This design comes from an exercise in tuning for small area, a short achievable clock period and few clock cycles per item on the open sky130 flow, not from production work.
Function was checked by simulation only, so behaviour that the tests miss may differ from the original.
Power is estimated from default activity; no workload was simulated.

==> flow/design.v <==
`default_nettype none
package olst_pkg;
  localparam logic [1:0] KIND_PUSH = 2'd0;
  localparam logic [1:0] KIND_REM  = 2'd1;
  localparam logic [1:0] KIND_INS  = 2'd2;
  localparam logic [1:0] KIND_DUMP = 2'd3;
  localparam logic [2:0] STAT_DONE      = 3'd0;
  localparam logic [2:0] STAT_NOT_FOUND = 3'd1;
  localparam logic [2:0] STAT_FULL      = 3'd2;
  localparam logic [2:0] STAT_APPENDED  = 3'd3;
  localparam logic [2:0] STAT_EMPTY     = 3'd4;
endpackage
`default_nettype wire
`default_nettype none
module olst_cell (
  input  logic        clk_i,
  input  logic        rst_ni,
  input  logic        sel_left_i,
  input  logic        sel_right_i,
  input  logic        sel_item_i,
  input  logic        sel_hold_i,    
  input  logic        load_i,        
  input  logic [31:0] key_i,         
  input  logic [31:0] item_i,
  input  logic        item_hit_i,    
  input  logic [31:0] left_val_i,
  input  logic        left_vld_i,
  input  logic        left_hit_i,
  input  logic [31:0] right_val_i,
  input  logic        right_vld_i,
  input  logic        right_hit_i,
  output logic [31:0] val_o,
  output logic        vld_o,
  output logic        hsrc_o,        
  output logic        hit_o,         
  output logic        hit_next_o     
);
  logic [31:0] val_q;
  logic        vld_q, hit_q;
  always_ff @(posedge clk_i or negedge rst_ni) begin
    if (!rst_ni) begin
      vld_q <= 1'b0;
    end else if (sel_left_i) begin
      vld_q <= left_vld_i;
    end else if (sel_right_i) begin
      vld_q <= right_vld_i;
    end else if (sel_item_i) begin
      vld_q <= 1'b1;
    end
  end
  logic        s_l, s_r, s_i, s_h;
  logic [31:0] val_d;
  assign s_l   = sel_left_i;
  assign s_r   = sel_right_i;
  assign s_i   = sel_item_i;
  assign s_h   = sel_hold_i;
  assign val_d = ({32{s_l}} & left_val_i) | ({32{s_r}} & right_val_i) |
                 ({32{s_i}} & item_i)     | ({32{s_h}} & val_q);
  always_ff @(posedge clk_i) begin
    val_q <= val_d;
  end
  assign hit_next_o = (s_l & left_hit_i) | (s_r & right_hit_i) |
                      (s_i & item_hit_i) | (s_h & hsrc_o);
  always_ff @(posedge clk_i) begin
    hit_q <= hit_next_o;
  end
  assign val_o = val_q;
  assign vld_o = vld_q;
  assign hsrc_o = load_i ? (vld_q && (val_q == key_i)) : hit_q;
  assign hit_o = hit_q;
endmodule
`default_nettype wire
`default_nettype none
import olst_pkg::*;
module ordered_list_engine #(
  parameter int CAPACITY = 16
) (
  input  logic               clk_i,
  input  logic               rst_ni,
  input  logic               in_valid_i,
  output logic               in_stall_o,
  input  logic [1:0]         kind_i,
  input  logic signed [31:0] key_i,
  input  logic signed [31:0] item_i,
  output logic               out_valid_o,
  input  logic               out_stall_i,
  output logic signed [31:0] value_o,
  output logic [2:0]         status_o,
  output logic [4:0]         count_o,
  output logic               last_o
);
  localparam int N = 16;
  logic        req_v_q, stall_q, more_q;
  logic        push_q, rem_q, ins_q, dump_q, grow_q;    
  logic [31:0] item_q;
  logic [31:0] val [N];
  logic [N-1:0] vld, hsrc, hit, hit_next;
  logic [4:0]  cnt_q;
  logic [3:0]  idx_q;
  logic        out_v_q, skid_v_q;
  logic [31:0] out_val_q;
  logic        skid_dump_q;    
  logic [2:0]  out_st_q, skid_st_q;
  logic [4:0]  out_cnt_q, skid_cnt_q;
  logic        out_last_q, skid_last_q;
  logic exec, is_push, is_rem, is_ins, is_dump, full, empty, any_hit;
  logic ins_go, rem_go, rot, take, load, in_acc, item_hit, to_out;
  logic [31:0] ibus;
  assign exec     = req_v_q && !skid_v_q;
  assign is_push  = push_q;
  assign is_rem   = rem_q;
  assign is_ins   = ins_q;
  assign is_dump  = dump_q;
  assign full     = vld[N-1];
  assign empty    = !vld[0];
  assign any_hit  = incl[N-1];
  assign ins_go   = exec && grow_q && !full;
  assign rem_go   = exec && is_rem;
  assign to_out   = !out_v_q || take;
  assign rot      = (exec && is_dump && !empty && to_out) ||
                    (skid_v_q && skid_dump_q && take);
  assign ibus     = (is_dump || skid_v_q) ? val[0] : item_q;
  assign in_stall_o = stall_q;
  assign load       = !stall_q;
  assign in_acc     = in_valid_i && load;
  assign take       = out_v_q && !out_stall_i;
  assign item_hit   = (is_dump || skid_v_q) ? hsrc[0] : (item_q == key_i);
  logic [N-1:0] p0, p1, p2, p3, incl;
  always_comb begin
    p0 = hit;
    for (int i = 0; i < N; i++) p1[i] = p0[i] | ((i % 2  >= 1) ? p0[(i/2)*2]     : 1'b0);
    for (int i = 0; i < N; i++) p2[i] = p1[i] | ((i % 4  >= 2) ? p1[(i/4)*4 + 1] : 1'b0);
    for (int i = 0; i < N; i++) p3[i] = p2[i] | ((i % 8  >= 4) ? p2[(i/8)*8 + 3] : 1'b0);
    for (int i = 0; i < N; i++) incl[i] = p3[i] | ((i % 16 >= 8) ? p3[7] : 1'b0);
  end
  logic [N-1:0] at_ins, nvld;
  assign at_ins = incl | ~vld | {N{is_push}};
  assign nvld   = {1'b0, vld[N-1:1]};
  for (genvar g = 0; g < N; g++) begin : g_cell
    logic [31:0] lval, rval;
    logic        lvld, rvld, lcmp, rcmp, s_left, s_right, s_item, s_hold;
    if (g == 0) begin : g_head
      assign lval   = ibus;
      assign lvld   = 1'b1;
      assign lcmp   = item_hit;
      assign s_left = 1'b0;
    end else begin : g_mid
      assign lval   = val[g-1];
      assign lvld   = vld[g-1];
      assign lcmp   = hsrc[g-1];
      assign s_left = ins_go && at_ins[g-1];
    end
    if (g == N - 1) begin : g_tail
      assign rval = '0;
      assign rvld = 1'b0;
      assign rcmp = 1'b0;
    end else begin : g_body
      assign rval = val[g+1];
      assign rvld = vld[g+1];
      assign rcmp = hsrc[g+1];
    end
    assign s_right = (rem_go && incl[g]) || (rot && nvld[g]);
    assign s_hold  = !((ins_go && at_ins[g]) || (rem_go && incl[g]) || (rot && vld[g]));
    assign s_item  = (ins_go && at_ins[g] && !s_left) || (rot && vld[g] && !nvld[g]);
    olst_cell u_cell (
      .clk_i       (clk_i),
      .rst_ni      (rst_ni),
      .sel_left_i  (s_left),
      .sel_right_i (s_right),
      .sel_item_i  (s_item),
      .sel_hold_i  (s_hold),
      .load_i      (load),
      .key_i       (key_i),
      .item_i      (ibus),
      .item_hit_i  (item_hit),
      .left_val_i  (lval),
      .left_vld_i  (lvld),
      .left_hit_i  (lcmp),
      .right_val_i (rval),
      .right_vld_i (rvld),
      .right_hit_i (rcmp),
      .val_o       (val[g]),
      .vld_o       (vld[g]),
      .hsrc_o      (hsrc[g]),
      .hit_o       (hit[g]),
      .hit_next_o  (hit_next[g])
    );
  end
  logic [31:0] res_val;
  logic [2:0]  res_st;
  logic [4:0]  cnt_d;
  logic        res_last;
  always_comb begin
    res_val  = '0;
    res_st   = STAT_DONE;
    res_last = 1'b1;
    cnt_d    = cnt_q;
    if (grow_q) begin
      if (full) res_st = STAT_FULL;
      else begin
        cnt_d = cnt_q + 5'd1;
        if (ins_q && !any_hit) res_st = STAT_APPENDED;
      end
    end else if (rem_q) begin
      if (any_hit) cnt_d  = cnt_q - 5'd1;
      else         res_st = STAT_NOT_FOUND;
    end else begin
      if (empty) res_st = STAT_EMPTY;
      else begin
        res_val  = val[0];
        res_last = !more_q;
      end
    end
  end
  logic req_v_d, more_d, skid_v_d, cnt_ge2;
  assign cnt_ge2 = (exec ? cnt_d : cnt_q) >= 5'd2;
  always_comb begin
    req_v_d  = in_acc || stall_q;
    more_d   = more_q;
    if (load) begin
      more_d = (kind_i == KIND_DUMP) && cnt_ge2;
    end else if (exec && is_dump) begin
      more_d = ((idx_q + 5'd2) != cnt_q);
    end
    skid_v_d = skid_v_q;
    if (exec && !to_out)          skid_v_d = 1'b1;
    else if (take)                skid_v_d = 1'b0;
  end
  always_ff @(posedge clk_i or negedge rst_ni) begin
    if (!rst_ni) begin
      req_v_q  <= 1'b0;
      stall_q  <= 1'b0;
      more_q   <= 1'b0;
      cnt_q    <= '0;
      idx_q    <= '0;
      out_v_q  <= 1'b0;
      skid_v_q <= 1'b0;
    end else begin
      req_v_q  <= req_v_d;
      more_q   <= more_d;
      skid_v_q <= skid_v_d;
      stall_q  <= req_v_d && (skid_v_d || more_d);
      if (exec) begin
        cnt_q <= cnt_d;
        if (is_dump) idx_q <= more_q ? idx_q + 4'd1 : 4'd0;
      end
      if (exec || take) out_v_q <= exec || skid_v_q;
    end
  end
  always_ff @(posedge clk_i) begin
    if (load) begin
      push_q <= (kind_i == KIND_PUSH);
      rem_q  <= (kind_i == KIND_REM);
      ins_q  <= (kind_i == KIND_INS);
      dump_q <= (kind_i == KIND_DUMP);
      grow_q <= (kind_i == KIND_PUSH) || (kind_i == KIND_INS);
      item_q <= item_i;
    end
    if (exec) begin
      if (to_out) begin
        out_val_q  <= res_val;
        out_st_q   <= res_st;
        out_cnt_q  <= cnt_d;
        out_last_q <= res_last;
      end else begin
        skid_dump_q <= is_dump && !empty;
        skid_st_q   <= res_st;
        skid_cnt_q  <= cnt_d;
        skid_last_q <= res_last;
      end
    end else if (take) begin
      out_val_q  <= skid_dump_q ? val[0] : 32'd0;
      out_st_q   <= skid_st_q;
      out_cnt_q  <= skid_cnt_q;
      out_last_q <= skid_last_q;
    end
  end
  assign out_valid_o = out_v_q;
  assign value_o     = out_val_q;
  assign status_o    = out_st_q;
  assign count_o     = out_cnt_q;
  assign last_o      = out_last_q;
endmodule
`default_nettype wire
==> flow/config.mk <==
export PLATFORM = sky130hd
export DESIGN_NAME = ordered_list_engine
export DESIGN_NICKNAME = ordered_list_engine
export VERILOG_FILES = /design/flow/design.v
export SDC_FILE = /design/flow/constraint.sdc
export NUM_CORES = 4
export LEC_CHECK = 0
export CAP_MARGIN = 20
export CORE_MARGIN = 2
export CORE_UTILIZATION = 50
export SETUP_SLACK_MARGIN = 3.3
export SLEW_MARGIN = 20
==> flow/constraint.sdc <==
create_clock -name core_clock -period 6.0 [get_ports {clk_i}]
set_input_delay 1.2000 -clock core_clock [delete_from_list [all_inputs] [get_ports {clk_i}]]
set_output_delay 1.2000 -clock core_clock [all_outputs]
set_load 0.01 [all_outputs]
standard.sh (not shown) runs the stock make flow with config.mk's settings and CLKGATE_MAP_FILE= SYNTH_SCRIPT=/design/flow/synth_recipe.tcl, a recipe that flattens the netlist after the stock synthesis.
==> flow/flow/run.sh <==
#!/bin/bash
# The standard layout, with the port buffers made of plain buffers and the
# resizer free to change a cell's footprint (the platform default keeps each
# cell in its footprint, so the port buffers stay slow delay cells), and a
# clock tree without dummy loads.
set -euo pipefail
bash standard.sh MATCH_CELL_FOOTPRINT=0 \
  "BUFFER_PORTS_ARGS=-buffer_cell sky130_fd_sc_hd__buf_2" \
  "CTS_ARGS=-sink_clustering_enable -repair_clock_nets -dont_use_dummy_load" \
  finish > make.log 2>&1
Testbench counts at the start, summed over its fixed seeds: cycles 6,003, items 3,072.
Edit:
--- a/flow/design.v
+++ b/flow/design.v
@@ -92,4 +92,5 @@
   localparam int N = 16;
   logic        req_v_q, stall_q, more_q;
+  logic        load_q;         
   logic        push_q, rem_q, ins_q, dump_q, grow_q;    
   logic [31:0] item_q;
@@ -99,4 +100,5 @@
   logic [3:0]  idx_q;
   logic        out_v_q, skid_v_q;
+  logic        out_nv_q;       
   logic [31:0] out_val_q;
   logic        skid_dump_q;    
@@ -117,12 +119,12 @@
   assign ins_go   = exec && grow_q && !full;
   assign rem_go   = exec && is_rem;
-  assign to_out   = !out_v_q || take;
+  assign to_out   = out_nv_q || take;
   assign rot      = (exec && is_dump && !empty && to_out) ||
                     (skid_v_q && skid_dump_q && take);
   assign ibus     = (is_dump || skid_v_q) ? val[0] : item_q;
   assign in_stall_o = stall_q;
-  assign load       = !stall_q;
+  assign load       = load_q;
   assign in_acc     = in_valid_i && load;
-  assign take       = out_v_q && !out_stall_i;
+  assign take       = !out_nv_q && !out_stall_i;
   assign item_hit   = (is_dump || skid_v_q) ? hsrc[0] : (item_q == key_i);
   logic [N-1:0] p0, p1, p2, p3, incl;
@@ -216,5 +218,5 @@
   assign cnt_ge2 = (exec ? cnt_d : cnt_q) >= 5'd2;
   always_comb begin
-    req_v_d  = in_acc || stall_q;
+    req_v_d  = in_acc || !load_q;
     more_d   = more_q;
     if (load) begin
@@ -231,4 +233,6 @@
       req_v_q  <= 1'b0;
       stall_q  <= 1'b0;
+      load_q   <= 1'b1;
+      out_nv_q <= 1'b1;
       more_q   <= 1'b0;
       cnt_q    <= '0;
@@ -241,9 +245,13 @@
       skid_v_q <= skid_v_d;
       stall_q  <= req_v_d && (skid_v_d || more_d);
+      load_q   <= !(req_v_d && (skid_v_d || more_d));
       if (exec) begin
         cnt_q <= cnt_d;
         if (is_dump) idx_q <= more_q ? idx_q + 4'd1 : 4'd0;
       end
-      if (exec || take) out_v_q <= exec || skid_v_q;
+      if (exec || take) begin
+        out_v_q  <= exec || skid_v_q;
+        out_nv_q <= !(exec || skid_v_q);
+      end
     end
   end
Area after synthesis shrinks by a few percent.
Non-clock buffer count grows by 44.
Die area shrinks by a few percent.
Fmax grows slightly.
Wire length shrinks by about a fifth.
Worst setup slack improves by 10 ps.
Critical path depth shrinks by 1.
Clock skew barely changes.
Total power shrinks by roughly a tenth.
Combinational power shrinks by about a fifth.
Worst hold slack degrades by 12 ps.
Testbench counts after the change, summed over its fixed seeds: cycles 6,003, items 3,072.

-- re-timing with driven ports --
How much do the figures lean on ideal ports? The routed layouts below were timed once more, with nothing changed but the port constraints. Step 1, drivers: a clkbuf_16 drives clk_i and a buf_2 each remaining input, both assumed. Step 2 times the ports against the registers' clock, not the clock port: input delays grow and output delays shrink by t, the midpoint of the rising clock arrivals with the driver on. Slacks: ideal / step 1 / step 2; pairs: ideal / step 1.
run	t, ns	slack for setup (ns)	latest minus earliest clock arrival (ns)	pins driven straight from the clock port
the first run	0.686	3.184 / 3.207 / 2.521	0.048 / 0.048	1
the second run	0.675	3.194 / 3.194 / 2.615	0.047 / 0.048	1
After both steps every run listed still meets setup and hold. The setup slack of the first run, which loses most, moves by +0.023 ns with the drivers and by -0.663 ns with both steps.
